This is an optimization exercise on Yosys and OpenROAD, whose aim is small area, a short achievable clock period and few clock cycles per item, not a production implementation.
Function was checked by simulation only, so behaviour that the tests miss may differ from the original.

==> v8 <==
// sha1_message_digest_unit
module sha1_message_digest_unit (
   input  wire logic        clock,
   input  wire logic        reset,
   input  wire logic        req_valid,
   output logic             req_ready,
   input  wire logic [7:0]  req_data_byte,
   input  wire logic        req_is_last,
   input  wire logic        req_no_byte,
   output logic             rsp_valid,
   input  wire logic        rsp_ready,
   output logic [31:0]      rsp_digest_word0,
   output logic [31:0]      rsp_digest_word1,
   output logic [31:0]      rsp_digest_word2,
   output logic [31:0]      rsp_digest_word3,
   output logic [31:0]      rsp_digest_word4
);
   logic                   push, push_final, push_ok, push_ok_nx;
   logic [smd_pkg::SW-1:0] push_data, head;
   logic                   xfer, xlast, xbusy_in, xlast_nx, b_full, b_last;
   smd_front u_front (
      .clock         (clock),
      .reset         (reset),
      .req_valid     (req_valid),
      .req_ready     (req_ready),
      .req_data_byte (req_data_byte),
      .req_is_last   (req_is_last),
      .req_no_byte   (req_no_byte),
      .push_ok       (push_ok),
      .push_ok_nx    (push_ok_nx),
      .push          (push),
      .push_data     (push_data),
      .push_final    (push_final)
   );
   smd_queue u_queue (
      .clock      (clock),
      .reset      (reset),
      .push       (push),
      .push_data  (push_data),
      .push_final (push_final),
      .push_ok    (push_ok),
      .push_ok_nx (push_ok_nx),
  ...
==> flow/config.mk <==
export PLATFORM = sky130hd
export DESIGN_NAME = sha1_message_digest_unit
export DESIGN_NICKNAME = sha1_message_digest_unit
export VERILOG_FILES = /design/flow/design.v
export SDC_FILE = /design/flow/constraint.sdc
export NUM_CORES = 4
export LEC_CHECK = 0
export CAP_MARGIN = 20
export CORE_MARGIN = 2
export CORE_UTILIZATION = 40
export PLACE_DENSITY = 0.6
export SETUP_SLACK_MARGIN = 4.5
export SLEW_MARGIN = 20
==> flow/constraint.sdc <==
create_clock -name core_clock -period 7.5 [get_ports {clock}]
set_input_delay 1.5000 -clock core_clock [delete_from_list [all_inputs] [get_ports {clock}]]
set_output_delay 1.5000 -clock core_clock [all_outputs]
set_load 0.01 [all_outputs]
run.sh (not shown) runs the stock make flow with config.mk's settings and CLKGATE_MAP_FILE= SYNTH_SCRIPT=/design/flow/synth_recipe.tcl, a recipe that flattens the netlist after the stock synthesis.
==> inputs of v23, as changes to v8 <==
--- a/flow/design.v
+++ b/flow/design.v
@@ -264,24 +264,28 @@
    logic [4:0][31:0] chain_ff;
    logic [31:0]      q_ff, q_in;            
    logic [31:0]      pp_ff, pp_in;          
    logic [31:0]      kw_ff, kw_in;          
    logic [31:0]      kk_ff, kk_in;          
    logic [2:0]       fs_ff, fs_in;          
+   logic [31:0]      f0_ff, f0_in;          
+   logic [31:0]      f1_ff, f1_in;          
    logic             run_ff, run_in;
    logic [6:0]       rnd_ff, rnd_in;
    logic             at79_ff, late_ff;      
    logic             addp_ff, addp_in;      
    logic             first_ff, first_in;    
    logic             blast_ff, blast_in;    
    logic             civ_ff, civ_in;        
    logic             xbusy_ff;
    logic [3:0]       xcnt_ff, xcnt_in;
    logic             rv_ff, rv_in;
-   logic             m_rnd, m_px, m_py, m_idle;
-   logic             mr_ff, mx_ff, my_ff, mi_ff, mh_ff;
+   logic             m_rnd, m_px, m_py, m_idle, m_stall, m_79;
+   logic             mr_ff, mx_ff, my_ff, mi_ff, mh_ff, mw_ff, m79_ff;
+   logic             ld_sh, ld_c;           
+   logic             civld;                 
    logic             hold79, r79, wready, xgo, xpx, nf;
    logic [31:0]      t1, s0;
    logic [4:1][31:0] s14;
    logic [4:0][31:0] h;                     
    logic [31:0]      nh3, nh4;              
    logic [31:0] a, b, c, d, e;
@@ -321,62 +325,72 @@
       if (xlast) begin
          run_in   = 1'b1;
          rnd_in   = '0;
          blast_in = b_last;
       end
    end
-   assign civ_in = (civ_ff || (first_ff && !rv_ff && !addp_ff)) && !r79;
+   assign civld  = first_ff && !rv_ff && !addp_ff && !civ_ff;
+   assign civ_in = (civ_ff || civld) && !r79;
    assign m_rnd  = run_in && !(rnd_in == 7'd79 && first_in && !civ_in);
    assign m_px   = xbusy_in && (xcnt_in == 4'd14);
    assign m_py   = xlast_nx;
-   assign m_idle = !run_in && !m_px && !m_py;
+   assign m_idle  = !run_in && !m_px && !m_py;
+   assign m_stall = run_in && !m_rnd;
+   assign m_79    = m_rnd && rnd_in == 7'd79;
    always_comb begin
       if (!run_in || rnd_in >= 7'd77 || rnd_in < 7'd17) kk_in = smd_pkg::ROUND_K[32*3 +: 32];
       else if (rnd_in < 7'd37) kk_in = smd_pkg::ROUND_K[32*2 +: 32];
       else if (rnd_in < 7'd57) kk_in = smd_pkg::ROUND_K[32*1 +: 32];
       else kk_in = smd_pkg::ROUND_K[32*0 +: 32];
-      if (!run_in || rnd_in < 7'd19 || rnd_in >= 7'd79) fs_in = 3'b001;
-      else if (rnd_in < 7'd39) fs_in = 3'b010;
-      else if (rnd_in < 7'd59) fs_in = 3'b100;
+      if (!run_in || rnd_in < 7'd18 || rnd_in >= 7'd78) fs_in = 3'b001;
+      else if (rnd_in < 7'd38) fs_in = 3'b010;
+      else if (rnd_in < 7'd58) fs_in = 3'b100;
       else fs_in = 3'b010;
    end
    assign t1    = rotl(a, 5) + q_ff;
    assign w_new = rotl(w_ff[13] ^ w_ff[8] ^ w_ff[2] ^ w_ff[0], 1);
    assign s14[1] = chain_ff[1] + a;
    assign s14[2] = chain_ff[2] + rotl(b, 30);
    assign s14[3] = chain_ff[3] + c;
    assign s14[4] = chain_ff[4] + d;
    assign s0     = chain_ff[0] + a;
-   assign nf = addp_ff ? blast_ff : first_ff;
+   logic nf_ff;
+   assign nf = nf_ff;
    always_comb begin
       for (int i = 0; i < 5; i++) h[i] = nf ? iv(i) : chain_ff[i];
       nh3 = blast_ff ? iv(3) : s14[3];
       nh4 = blast_ff ? iv(4) : s14[4];
    end
    assign a_in = ({32{mr_ff}} & t1) |
                  ({32{mx_ff}} & h[1]) |
                  ({32{my_ff}} & h[0]) |
                  ({32{mh_ff}} & a_ff);
+   assign ld_sh = (mr_ff && !m79_ff) || my_ff;
+   assign ld_c  = ld_sh || mx_ff;
    always_comb begin
-      bcde_in = bcde_ff;
-      if (mr_ff || mx_ff || my_ff) begin
-         bcde_in[1] = a;
-         bcde_in[2] = rotl(b, 30);
-         bcde_in[3] = c;
-         bcde_in[4] = d;
-         if (mr_ff && at79_ff) begin
-            bcde_in[1] = rotl(nh3, 2);
-            bcde_in[2] = nh4;
-         end
-         if (mx_ff) bcde_in[1] = rotl(h[2], 2);
-      end else if (mi_ff) begin
-         bcde_in[1] = rotl(h[3], 2);
-         bcde_in[2] = h[4];
-      end
+      bcde_in[1] = ({32{ld_sh}}  & a) |
+                   ({32{mx_ff}}  & rotl(h[2], 2)) |
+                   ({32{m79_ff}} & rotl(nh3, 2)) |
+                   ({32{mi_ff}}  & rotl(h[3], 2)) |
+                   ({32{mw_ff}}  & b);
+      bcde_in[2] = ({32{ld_c}}   & rotl(b, 30)) |
+                   ({32{m79_ff}} & nh4) |
+                   ({32{mi_ff}}  & h[4]) |
+                   ({32{mw_ff}}  & c);
+      bcde_in[3] = (mr_ff || mx_ff || my_ff) ? c : d;
+      bcde_in[4] = (mr_ff || mx_ff || my_ff) ? d : e;
+   end
+   always_comb begin
+      logic [31:0] y, z;
+      y = mx_ff ? h[2] : rotl(a, 30);
+      z = rotl(b, 30);
+      f0_in = ({32{fs_ff[0]}} & z) | ({32{fs_ff[1]}} & (y ^ z)) | ({32{fs_ff[2]}} & (y & z));
+      f1_in = ({32{fs_ff[0]}} & y) | ({32{fs_ff[1]}} & ~(y ^ z)) | ({32{fs_ff[2]}} & (y | z));
    end
-   assign q_in  = (at79_ff && !r79) ? q_ff : fsel(fs_ff, a, rotl(b, 30), c) + pp_ff;
+   assign q_in  = ({32{!mw_ff}} & (((a & f1_ff) | (~a & f0_ff)) + pp_ff)) |
+                  ({32{mw_ff}} & q_ff);
    assign pp_in = c + kw_ff;
    assign kw_in = kk_ff + w_ff[3];
    assign rsp_valid        = rv_ff;
    assign rsp_digest_word0 = chain_ff[0];
    assign rsp_digest_word1 = chain_ff[1];
    assign rsp_digest_word2 = chain_ff[2];
@@ -389,19 +403,20 @@
       bcde_ff <= bcde_in;
       q_ff    <= q_in;
       pp_ff   <= pp_in;
       kw_ff   <= kw_in;
       kk_ff   <= kk_in;
       fs_ff   <= fs_in;
-      if (r79) begin
-         for (int i = 1; i < 5; i++) chain_ff[i] <= s14[i];
-      end else if (civ_in && !civ_ff) begin
-         for (int i = 1; i < 5; i++) chain_ff[i] <= iv(i);
+      f0_ff   <= f0_in;
+      f1_ff   <= f1_in;
+      for (int i = 1; i < 5; i++) begin
+         chain_ff[i] <= ({32{r79}} & s14[i]) | ({32{civld}} & iv(i)) |
+                        ({32{!r79 && !civld}} & chain_ff[i]);
       end
-      if (addp_ff) chain_ff[0] <= s0;
-      else if (civ_in && !civ_ff) chain_ff[0] <= iv(0);
+      chain_ff[0] <= ({32{addp_ff}} & s0) | ({32{civld}} & iv(0)) |
+                     ({32{!addp_ff && !civld}} & chain_ff[0]);
    end
    always_ff @(posedge clock) begin
       if (reset) begin
          run_ff   <= 1'b0;
          rnd_ff   <= '0;
          at79_ff  <= 1'b0;
@@ -414,13 +429,16 @@
          xcnt_ff  <= '0;
          rv_ff    <= 1'b0;
          mr_ff    <= 1'b0;
          mx_ff    <= 1'b0;
          my_ff    <= 1'b0;
          mi_ff    <= 1'b1;
-         mh_ff    <= 1'b0;
+         mh_ff    <= 1'b1;
+         mw_ff    <= 1'b0;
+         m79_ff   <= 1'b0;
+         nf_ff    <= 1'b1;
       end else begin
          run_ff   <= run_in;
          rnd_ff   <= rnd_in;
          at79_ff  <= run_in && (rnd_in == 7'd79);
          late_ff  <= run_in && (rnd_in >= 7'(XSTART));
          addp_ff  <= addp_in;
@@ -432,12 +450,15 @@
          rv_ff    <= rv_in;
          mr_ff    <= m_rnd;
          mx_ff    <= m_px;
          my_ff    <= m_py;
          mi_ff    <= m_idle;
          mh_ff    <= !m_rnd && !m_px && !m_py;
+         mw_ff    <= m_stall;
+         m79_ff   <= m_79;
+         nf_ff    <= addp_in ? blast_in : first_in;
       end
    end
 endmodule
 `default_nettype wire
 `default_nettype none
 module sha1_message_digest_unit (
--- a/flow/config.mk
+++ b/flow/config.mk
@@ -5,9 +5,10 @@
 export SDC_FILE = /design/flow/constraint.sdc
 export NUM_CORES = 4
 export LEC_CHECK = 0
 export CAP_MARGIN = 20
 export CORE_MARGIN = 2
 export CORE_UTILIZATION = 40
+export CTS_BUF_LIST = sky130_fd_sc_hd__clkbuf_8
 export PLACE_DENSITY = 0.6
 export SETUP_SLACK_MARGIN = 4.5
 export SLEW_MARGIN = 20
==> inputs of v3, as changes to v8 <==
--- a/flow/design.v
+++ b/flow/design.v
@@ -264,24 +264,28 @@
    logic [4:0][31:0] chain_ff;
    logic [31:0]      q_ff, q_in;            
    logic [31:0]      pp_ff, pp_in;          
    logic [31:0]      kw_ff, kw_in;          
    logic [31:0]      kk_ff, kk_in;          
    logic [2:0]       fs_ff, fs_in;          
+   logic [31:0]      f0_ff, f0_in;          
+   logic [31:0]      f1_ff, f1_in;          
    logic             run_ff, run_in;
    logic [6:0]       rnd_ff, rnd_in;
    logic             at79_ff, late_ff;      
    logic             addp_ff, addp_in;      
    logic             first_ff, first_in;    
    logic             blast_ff, blast_in;    
    logic             civ_ff, civ_in;        
    logic             xbusy_ff;
    logic [3:0]       xcnt_ff, xcnt_in;
    logic             rv_ff, rv_in;
-   logic             m_rnd, m_px, m_py, m_idle;
-   logic             mr_ff, mx_ff, my_ff, mi_ff, mh_ff;
+   logic             m_rnd, m_px, m_py, m_idle, m_stall, m_79;
+   logic             mr_ff, mx_ff, my_ff, mi_ff, mh_ff, mw_ff, m79_ff;
+   logic             ld_sh, ld_c;           
+   logic             civld;                 
    logic             hold79, r79, wready, xgo, xpx, nf;
    logic [31:0]      t1, s0;
    logic [4:1][31:0] s14;
    logic [4:0][31:0] h;                     
    logic [31:0]      nh3, nh4;              
    logic [31:0] a, b, c, d, e;
@@ -321,62 +325,72 @@
       if (xlast) begin
          run_in   = 1'b1;
          rnd_in   = '0;
          blast_in = b_last;
       end
    end
-   assign civ_in = (civ_ff || (first_ff && !rv_ff && !addp_ff)) && !r79;
+   assign civld  = first_ff && !rv_ff && !addp_ff && !civ_ff;
+   assign civ_in = (civ_ff || civld) && !r79;
    assign m_rnd  = run_in && !(rnd_in == 7'd79 && first_in && !civ_in);
    assign m_px   = xbusy_in && (xcnt_in == 4'd14);
    assign m_py   = xlast_nx;
-   assign m_idle = !run_in && !m_px && !m_py;
+   assign m_idle  = !run_in && !m_px && !m_py;
+   assign m_stall = run_in && !m_rnd;
+   assign m_79    = m_rnd && rnd_in == 7'd79;
    always_comb begin
       if (!run_in || rnd_in >= 7'd77 || rnd_in < 7'd17) kk_in = smd_pkg::ROUND_K[32*3 +: 32];
       else if (rnd_in < 7'd37) kk_in = smd_pkg::ROUND_K[32*2 +: 32];
       else if (rnd_in < 7'd57) kk_in = smd_pkg::ROUND_K[32*1 +: 32];
       else kk_in = smd_pkg::ROUND_K[32*0 +: 32];
-      if (!run_in || rnd_in < 7'd19 || rnd_in >= 7'd79) fs_in = 3'b001;
-      else if (rnd_in < 7'd39) fs_in = 3'b010;
-      else if (rnd_in < 7'd59) fs_in = 3'b100;
+      if (!run_in || rnd_in < 7'd18 || rnd_in >= 7'd78) fs_in = 3'b001;
+      else if (rnd_in < 7'd38) fs_in = 3'b010;
+      else if (rnd_in < 7'd58) fs_in = 3'b100;
       else fs_in = 3'b010;
    end
    assign t1    = rotl(a, 5) + q_ff;
    assign w_new = rotl(w_ff[13] ^ w_ff[8] ^ w_ff[2] ^ w_ff[0], 1);
    assign s14[1] = chain_ff[1] + a;
    assign s14[2] = chain_ff[2] + rotl(b, 30);
    assign s14[3] = chain_ff[3] + c;
    assign s14[4] = chain_ff[4] + d;
    assign s0     = chain_ff[0] + a;
-   assign nf = addp_ff ? blast_ff : first_ff;
+   logic nf_ff;
+   assign nf = nf_ff;
    always_comb begin
       for (int i = 0; i < 5; i++) h[i] = nf ? iv(i) : chain_ff[i];
       nh3 = blast_ff ? iv(3) : s14[3];
       nh4 = blast_ff ? iv(4) : s14[4];
    end
    assign a_in = ({32{mr_ff}} & t1) |
                  ({32{mx_ff}} & h[1]) |
                  ({32{my_ff}} & h[0]) |
                  ({32{mh_ff}} & a_ff);
+   assign ld_sh = (mr_ff && !m79_ff) || my_ff;
+   assign ld_c  = ld_sh || mx_ff;
    always_comb begin
-      bcde_in = bcde_ff;
-      if (mr_ff || mx_ff || my_ff) begin
-         bcde_in[1] = a;
-         bcde_in[2] = rotl(b, 30);
-         bcde_in[3] = c;
-         bcde_in[4] = d;
-         if (mr_ff && at79_ff) begin
-            bcde_in[1] = rotl(nh3, 2);
-            bcde_in[2] = nh4;
-         end
-         if (mx_ff) bcde_in[1] = rotl(h[2], 2);
-      end else if (mi_ff) begin
-         bcde_in[1] = rotl(h[3], 2);
-         bcde_in[2] = h[4];
-      end
+      bcde_in[1] = ({32{ld_sh}}  & a) |
+                   ({32{mx_ff}}  & rotl(h[2], 2)) |
+                   ({32{m79_ff}} & rotl(nh3, 2)) |
+                   ({32{mi_ff}}  & rotl(h[3], 2)) |
+                   ({32{mw_ff}}  & b);
+      bcde_in[2] = ({32{ld_c}}   & rotl(b, 30)) |
+                   ({32{m79_ff}} & nh4) |
+                   ({32{mi_ff}}  & h[4]) |
+                   ({32{mw_ff}}  & c);
+      bcde_in[3] = (mr_ff || mx_ff || my_ff) ? c : d;
+      bcde_in[4] = (mr_ff || mx_ff || my_ff) ? d : e;
+   end
+   always_comb begin
+      logic [31:0] y, z;
+      y = mx_ff ? h[2] : rotl(a, 30);
+      z = rotl(b, 30);
+      f0_in = ({32{fs_ff[0]}} & z) | ({32{fs_ff[1]}} & (y ^ z)) | ({32{fs_ff[2]}} & (y & z));
+      f1_in = ({32{fs_ff[0]}} & y) | ({32{fs_ff[1]}} & ~(y ^ z)) | ({32{fs_ff[2]}} & (y | z));
    end
-   assign q_in  = (at79_ff && !r79) ? q_ff : fsel(fs_ff, a, rotl(b, 30), c) + pp_ff;
+   assign q_in  = ({32{!mw_ff}} & (((a & f1_ff) | (~a & f0_ff)) + pp_ff)) |
+                  ({32{mw_ff}} & q_ff);
    assign pp_in = c + kw_ff;
    assign kw_in = kk_ff + w_ff[3];
    assign rsp_valid        = rv_ff;
    assign rsp_digest_word0 = chain_ff[0];
    assign rsp_digest_word1 = chain_ff[1];
    assign rsp_digest_word2 = chain_ff[2];
@@ -389,19 +403,20 @@
       bcde_ff <= bcde_in;
       q_ff    <= q_in;
       pp_ff   <= pp_in;
       kw_ff   <= kw_in;
       kk_ff   <= kk_in;
       fs_ff   <= fs_in;
-      if (r79) begin
-         for (int i = 1; i < 5; i++) chain_ff[i] <= s14[i];
-      end else if (civ_in && !civ_ff) begin
-         for (int i = 1; i < 5; i++) chain_ff[i] <= iv(i);
+      f0_ff   <= f0_in;
+      f1_ff   <= f1_in;
+      for (int i = 1; i < 5; i++) begin
+         chain_ff[i] <= ({32{r79}} & s14[i]) | ({32{civld}} & iv(i)) |
+                        ({32{!r79 && !civld}} & chain_ff[i]);
       end
-      if (addp_ff) chain_ff[0] <= s0;
-      else if (civ_in && !civ_ff) chain_ff[0] <= iv(0);
+      chain_ff[0] <= ({32{addp_ff}} & s0) | ({32{civld}} & iv(0)) |
+                     ({32{!addp_ff && !civld}} & chain_ff[0]);
    end
    always_ff @(posedge clock) begin
       if (reset) begin
          run_ff   <= 1'b0;
          rnd_ff   <= '0;
          at79_ff  <= 1'b0;
@@ -414,13 +429,16 @@
          xcnt_ff  <= '0;
          rv_ff    <= 1'b0;
          mr_ff    <= 1'b0;
          mx_ff    <= 1'b0;
          my_ff    <= 1'b0;
          mi_ff    <= 1'b1;
-         mh_ff    <= 1'b0;
+         mh_ff    <= 1'b1;
+         mw_ff    <= 1'b0;
+         m79_ff   <= 1'b0;
+         nf_ff    <= 1'b1;
       end else begin
          run_ff   <= run_in;
          rnd_ff   <= rnd_in;
          at79_ff  <= run_in && (rnd_in == 7'd79);
          late_ff  <= run_in && (rnd_in >= 7'(XSTART));
          addp_ff  <= addp_in;
@@ -432,12 +450,15 @@
          rv_ff    <= rv_in;
          mr_ff    <= m_rnd;
          mx_ff    <= m_px;
          my_ff    <= m_py;
          mi_ff    <= m_idle;
          mh_ff    <= !m_rnd && !m_px && !m_py;
+         mw_ff    <= m_stall;
+         m79_ff   <= m_79;
+         nf_ff    <= addp_in ? blast_in : first_in;
       end
    end
 endmodule
 `default_nettype wire
 `default_nettype none
 module sha1_message_digest_unit (
--- a/flow/config.mk
+++ b/flow/config.mk
@@ -6,8 +6,8 @@
 export NUM_CORES = 4
 export LEC_CHECK = 0
 export CAP_MARGIN = 20
 export CORE_MARGIN = 2
 export CORE_UTILIZATION = 40
 export PLACE_DENSITY = 0.6
-export SETUP_SLACK_MARGIN = 4.5
+export SETUP_SLACK_MARGIN = 4.0
 export SLEW_MARGIN = 20
==> inputs of v10, as changes to v8 <==
--- a/flow/config.mk
+++ b/flow/config.mk
@@ -6,8 +6,8 @@
 export NUM_CORES = 4
 export LEC_CHECK = 0
 export CAP_MARGIN = 20
 export CORE_MARGIN = 2
 export CORE_UTILIZATION = 40
 export PLACE_DENSITY = 0.6
-export SETUP_SLACK_MARGIN = 4.5
+export SETUP_SLACK_MARGIN = 3.5
 export SLEW_MARGIN = 20
==> reports/results.ini <==
[logic_synthesis]
synthTopCellsByArea = dfxtp_1, edfxtp_1, ha_1

[die]
die_w_um = 402.6

[power]
pg_clk_mw = 8.41

[run_status]
status = no timing/DRC/antenna violations

# the run above: v3

==> reports/results.ini <==
[critical_path]
critPathMaxStageDelay_ns = 0.50

[power]
pg_clk_mw = 7.87

[run_status]
status = no timing/DRC/antenna violations

[die]
die_w_um = 397.5

# the run above: v8

==> reports/results.ini <==
[logic_synthesis]
synthTopCellsByArea = edfxtp_1, dfxtp_1, ha_1

[hold_path]
hold_path_startpoint = u_back.w_ff[228]

[run_status]
status = no timing/DRC/antenna violations

[layout]
buffers = 262

[power]
pg_clk_mw = 7.73

[die]
die_w_um = 397.5

# the run above: v10

==> reports/results.ini <==
[detailed_routing]
dr_wl_met2_mm = 76.52
wl_mm = 173.9

[global_route]
grt_pass1_vias = 43143

[layout]
largest_class = sequential cells

[logic_synthesis]
synthTopCellsByArea = dfxtp_1, edfxtp_1, ha_1

[run_status]
status = no timing/DRC/antenna violations

[die]
die_w_um = 402.6

[power]
pg_clk_mw = 7.66

# the run above: v23

Testbench counts of v8, summed over its fixed seeds: cycles 60,550, bytes 35,318.
Testbench counts of v23, summed over its fixed seeds: cycles 60,550, bytes 35,318.
Testbench counts of v3, summed over its fixed seeds: cycles 60,550, bytes 35,318.
Testbench counts of v10, summed over its fixed seeds: cycles 60,550, bytes 35,318.

-- port drivers added, routing unchanged --
In the flow no input, the clock included, has a driving cell. The finished layouts below were timed again as built, in two steps. Step 1 assumes that a clkbuf_16 drives the clock port and a buf_2 every other input. Step 2, shift: input delay + t, output delay - t, t = (earliest + latest rising clock arrival at the registers) / 2. This alone moves slack from input paths to output paths. Three values: ideal ports, drivers, drivers and shift; two values: the first two.
| run | t, ns | setup slack, ns | slew at the worst register clock pin (ns) |
|---|---|---|---|
| v8 | 0.866 | 3.382 / 3.382 / 3.382 | 0.07 / 0.07 |
| v23 | 1.008 | 4.308 / 4.308 / 3.674 | 0.07 / 0.07 |
| v3 | 0.847 | 4.061 / 3.982 / 3.740 | 0.07 / 0.07 |
| v10 | 0.841 | 3.462 / 3.462 / 3.462 | 0.07 / 0.07 |
After both steps every run listed still meets setup and hold. For v23, which loses most, drivers alone change the setup slack by 0.000 ns; drivers and shift together by -0.634 ns.
